Source: an optimization exercise on an open RTL-to-GDS flow (aim: small area). Production flows keep margins and buffers that such runs may drop.
In this exercise RTL edits were held to simulation tests only and were not proved equivalent to the original.
Power figures rest on the tool's default switching activity, not on a simulated workload.

==> flow/design.v (excerpt) <==
module thread_mmu #(
   parameter int NUM_TRD = 8,
   parameter int TRD_W   = 3,
   parameter int AW      = 32
) (
   input  logic             clk,
   input  logic             rst_n,
   input  logic [AW-1:0]    i_addr,
   input  logic [TRD_W-1:0] i_trd,
   input  logic             i_rd,
   input  logic [AW-1:0]    d_addr,
   input  logic [TRD_W-1:0] d_trd,
   input  logic             d_rd,
   input  logic             d_wr,
   output logic             i_segfault,
   output logic             d_segfault,
   input  logic             i_fill_req,
   input  logic             d_fill_req,
   input  logic             d_fill_wr,
   output logic             i_fill_done,
   output logic             d_fill_done,
   output logic             fill_err,
   input  logic             cfg_we,
   input  logic             cfg_side,
   input  logic [TRD_W-1:0] cfg_trd,
   input  logic [AW-1:0]    cfg_base,
   input  logic [AW-1:0]    cfg_limit,
   input  logic             ready,
   input  logic             tx_done,
   output logic [1:0]       mem_op,
   output logic [63:0]      cpu_addr
);
   logic [NUM_TRD*AW-1:0] w_ib, w_il, w_db, w_dl;
   logic                  r_v0_i, r_v0_d;
   logic [AW-1:0]         w_wb, w_wl;    
   assign w_wb = cfg_base  ^ 32'hAAAA_AAAB;
   assign w_wl = cfg_limit ^ 32'hAAAA_AAAB;
   for (genvar t = 0; t < NUM_TRD; t++) begin : g_trd
      logic          w_we_i, w_we_d, w_hold_i, w_hold_d;
      logic [AW-1:0] r_ib, r_il, r_db, r_dl;
      logic [AW-1:0] w_ib_d, w_il_d, w_db_d, w_dl_d;
      assign w_we_i   = cfg_we & ~cfg_side & (cfg_trd == TRD_W'(t));
      assign w_we_d   = cfg_we &  cfg_side & (cfg_trd == TRD_W'(t));
      assign w_hold_i = ~w_we_i;
      assign w_hold_d = ~w_we_d;
      for (genvar k = 0; k < AW; k++) begin : g_bit
         tm_ao22 u_ib (.a(r_ib[k]), .b(w_hold_i), .c(w_wb[k]),      .d(w_we_i), .y(w_ib_d[k]));
         tm_ao22 u_il (.a(r_il[k]), .b(w_hold_i), .c(w_wl[k]),     .d(w_we_i), .y(w_il_d[k]));
         tm_ao22 u_db (.a(r_db[k]), .b(w_hold_d), .c(w_wb[k]),      .d(w_we_d), .y(w_db_d[k]));
  ...
For scale: roughly 3400 cells after synthesis.
==> flow/config.mk <==
export PLATFORM = sky130hd
export DESIGN_NAME = thread_mmu
export DESIGN_NICKNAME = thread_mmu
export VERILOG_FILES = /design/flow/design.v
export SDC_FILE = /design/flow/constraint.sdc
export NUM_CORES = 4
export LEC_CHECK = 0
export CAP_MARGIN = 0
export CORE_MARGIN = 2
export CORE_UTILIZATION = 60
export PLACE_DENSITY = 0.7
export SLEW_MARGIN = 0
export SYNTH_HIERARCHICAL = 1
==> flow/constraint.sdc <==
create_clock -name core_clock -period 7.0 [get_ports {clk}]
set_input_delay 1.4000 -clock core_clock [delete_from_list [all_inputs] [get_ports {clk}]]
set_output_delay 1.4000 -clock core_clock [all_outputs]
set_load 0.01 [all_outputs]
standard.sh (not shown) runs the stock make flow with config.mk's settings and CLKGATE_MAP_FILE= SYNTH_SCRIPT=/design/flow/synth_recipe.tcl, a recipe that flattens the netlist after the stock synthesis.
==> flow/flow/run.sh <==
#!/bin/bash
# The standard layout (standard.sh, with the standard synthesis unchanged), with:
#  - port buffers as buf_1 cells (buffer_ports -buffer_cell),
#  - CTS with larger sink clusters and no dummy loads.
# The make output goes to standard_flow.log; each ORFS step keeps its own log under orfs/logs.
set -euo pipefail
bash standard.sh \
  BUFFER_PORTS_ARGS="-buffer_cell sky130_fd_sc_hd__buf_1" \
  CTS_ARGS="-sink_clustering_enable -repair_clock_nets -sink_clustering_size 25 -sink_clustering_max_diameter 80 -buf_list sky130_fd_sc_hd__clkbuf_16 -dont_use_dummy_load" \
  finish > standard_flow.log 2>&1
The starting point completed without violations.
Then changed:
- CORE_UTILIZATION: 60 -> 40
- PLACE_DENSITY: 0.7 -> 0.6
After rerunning: The changed run ran to the end with no violations. Area after synthesis does not change. Wire length climbs by 1.2%. Total power climbs by about 0.56%. Final cell count climbs by about 10%. Core utilization drops by 22 points. Sequential power is about the same. Clock power climbs by about 5%. Global-route usage drops by 13 points. Final area climbs by about 1.8%.

* * *

== main ==
thread_mmu, a different RTL version from the one above (not shown whole).
For scale: roughly 3300 cells after synthesis, about 39000 um^2 of cells after synthesis.
clock: 7.0 ns
lec_check: 0
cap_margin: 20
core_margin: 2
core_utilization: 40
place_density: 0.6
slew_margin: 20
synth_hierarchical: 1
run.sh (not shown) runs the stock make flow with config.mk's settings and CLKGATE_MAP_FILE= SYNTH_SCRIPT=/design/flow/synth_recipe.tcl, a recipe that flattens the netlist after the stock synthesis.
Stock flow here: none of the scripts above is used.
main: complete, dirty (negative setup slack)
The following lists how the feature branch was set up differently from main:
Settings: SLEW_MARGIN now 0, was 20; CTS_BUF_LIST now sky130_fd_sc_hd__clkbuf_4 sky130_fd_sc_hd__clkbuf_8, previously not set; CTS_CLUSTER_SIZE now 30, previously not set; CAP_MARGIN now 0, was 20.
--- outcome ---
Ran to the end and failed final checks on negative setup slack: main. The feature branch finished all stages; however, its layout fails the closing checks, the failures being negative setup slack. In the reports for the feature branch and main, the larger worst hold slack belongs to main. Delta (the feature branch minus main): routed wire length climbed 1.1%, power consumption climbed about 1.6%, synthesis-to-finish area growth climbed 0.61 points, largest net degree at the start of global routing barely changed.

* * *

## job 101
Another version of the RTL of thread_mmu (not shown whole).
For scale: ~2,900 cells after synthesis, about 1,100 flip-flops, about 41,000 um^2 of cells after synthesis.
Settings: LEC_CHECK=0, ABC_AREA=1, CAP_MARGIN=0, CORE_MARGIN=2, CORE_UTILIZATION=40, CTS_BUF_LIST=sky130_fd_sc_hd__clkbuf_8, CTS_CLUSTER_SIZE=20, PLACE_DENSITY=0.6, SLEW_MARGIN=0; clock period 7.0 ns.
> inputs changed (job 101 -> job 102)
- a change of SLEW_MARGIN from 0 to 20
- a deleted CTS_BUF_LIST that had been sky130_fd_sc_hd__clkbuf_8
- a change of CAP_MARGIN from 0 to 20
- a deleted CTS_CLUSTER_SIZE that had been 20
==> summary.txt <==
Summary of job 102 over job 101: setup slack of the most critical reg-to-reg path dropped 0.03 ns; detailed-routing iteration count for the pre-antenna-repair pass climbed 1; worst setup slack before clock tree synthesis barely changed; minimum clock period after layout climbed 0.068 ns.
Job 102 ran to completion and came out clean on the timing, DRC and antenna checks.
Side by side, routed wirelength normalized by instance count turned out higher in job 102 than in job 101.
#### Input delta (job 103 over job 102)
- swapping 20 for 0 in CAP_MARGIN
- swapping 20 for 0 in SLEW_MARGIN
- putting CTS_CLUSTER_SIZE at 30 where nothing was set
- putting CTS_BUF_LIST at sky130_fd_sc_hd__clkbuf_4 sky130_fd_sc_hd__clkbuf_8 where nothing was set
Comparing job 102 and job 103, non-clock buffer count is higher on job 103. Relative to job 102, job 103 improves final total power. Job 103 against job 102: detailed-routing wirelength on met1 now smaller, total placed cells including tap cells barely changed, buffering overhead was more or less identical, routed wire length went up by 1500 um. Number of global-route vias before repair: job 103 higher than job 102. Against job 102, job 103 reports a share of power burned in the clock network that is lower. Reported for job 102 and job 103, number of clock sinks seen by CTS turned out identical to the last digit. Going from job 102 to job 103, the clock period minus final worst setup slack was found to have gone down by 0.062 ns. Clock buffer count in the final layout in job 103 vs job 102: up 113.

-- port drivers added, routing unchanged --
How much do the figures lean on ideal ports? The routed layouts below were timed once more, with nothing changed but the port constraints. Step 1 sets driving cells, clkbuf_16 on the clock port and buf_2 on the other inputs (assumed; they add their load-dependent delay and slew). Step 2 times the ports against the registers' clock, not the clock port: input delays grow and output delays shrink by t, the midpoint of the rising clock arrivals with the driver on. Three values: ideal, step 1, step 2; two values: the first two.
run	t, ns	setup WS [ns]	hold WS [ns]	slew at the worst register clock pin (ns)
the first run of note 1	0.697	0.132 / 0.112 / 0.112	0.488 / 0.488 / 0.488	0.10 / 0.10
the second run of note 1	0.721	0.123 / 0.034 / 0.034	0.471 / 0.471 / 0.471	0.10 / 0.10
main	0.758	-1.438 / -1.471 / -1.471	0.483 / 0.483 / 0.483	0.07 / 0.07
the feature branch	0.903	-1.339 / -1.407 / -1.407	0.472 / 0.437 / 0.476	0.07 / 0.07
job 101	0.893	0.372 / 0.327 / 0.327	0.452 / 0.416 / 0.473	0.07 / 0.07
job 102	0.755	0.304 / 0.253 / 0.253	0.474 / 0.474 / 0.474	0.06 / 0.06
job 103	0.893	0.366 / 0.345 / 0.345	0.452 / 0.417 / 0.471	0.06 / 0.06
The setup slack of the second run of note 1, which loses most, moves by -0.089 ns with the drivers and by -0.089 ns with both steps.
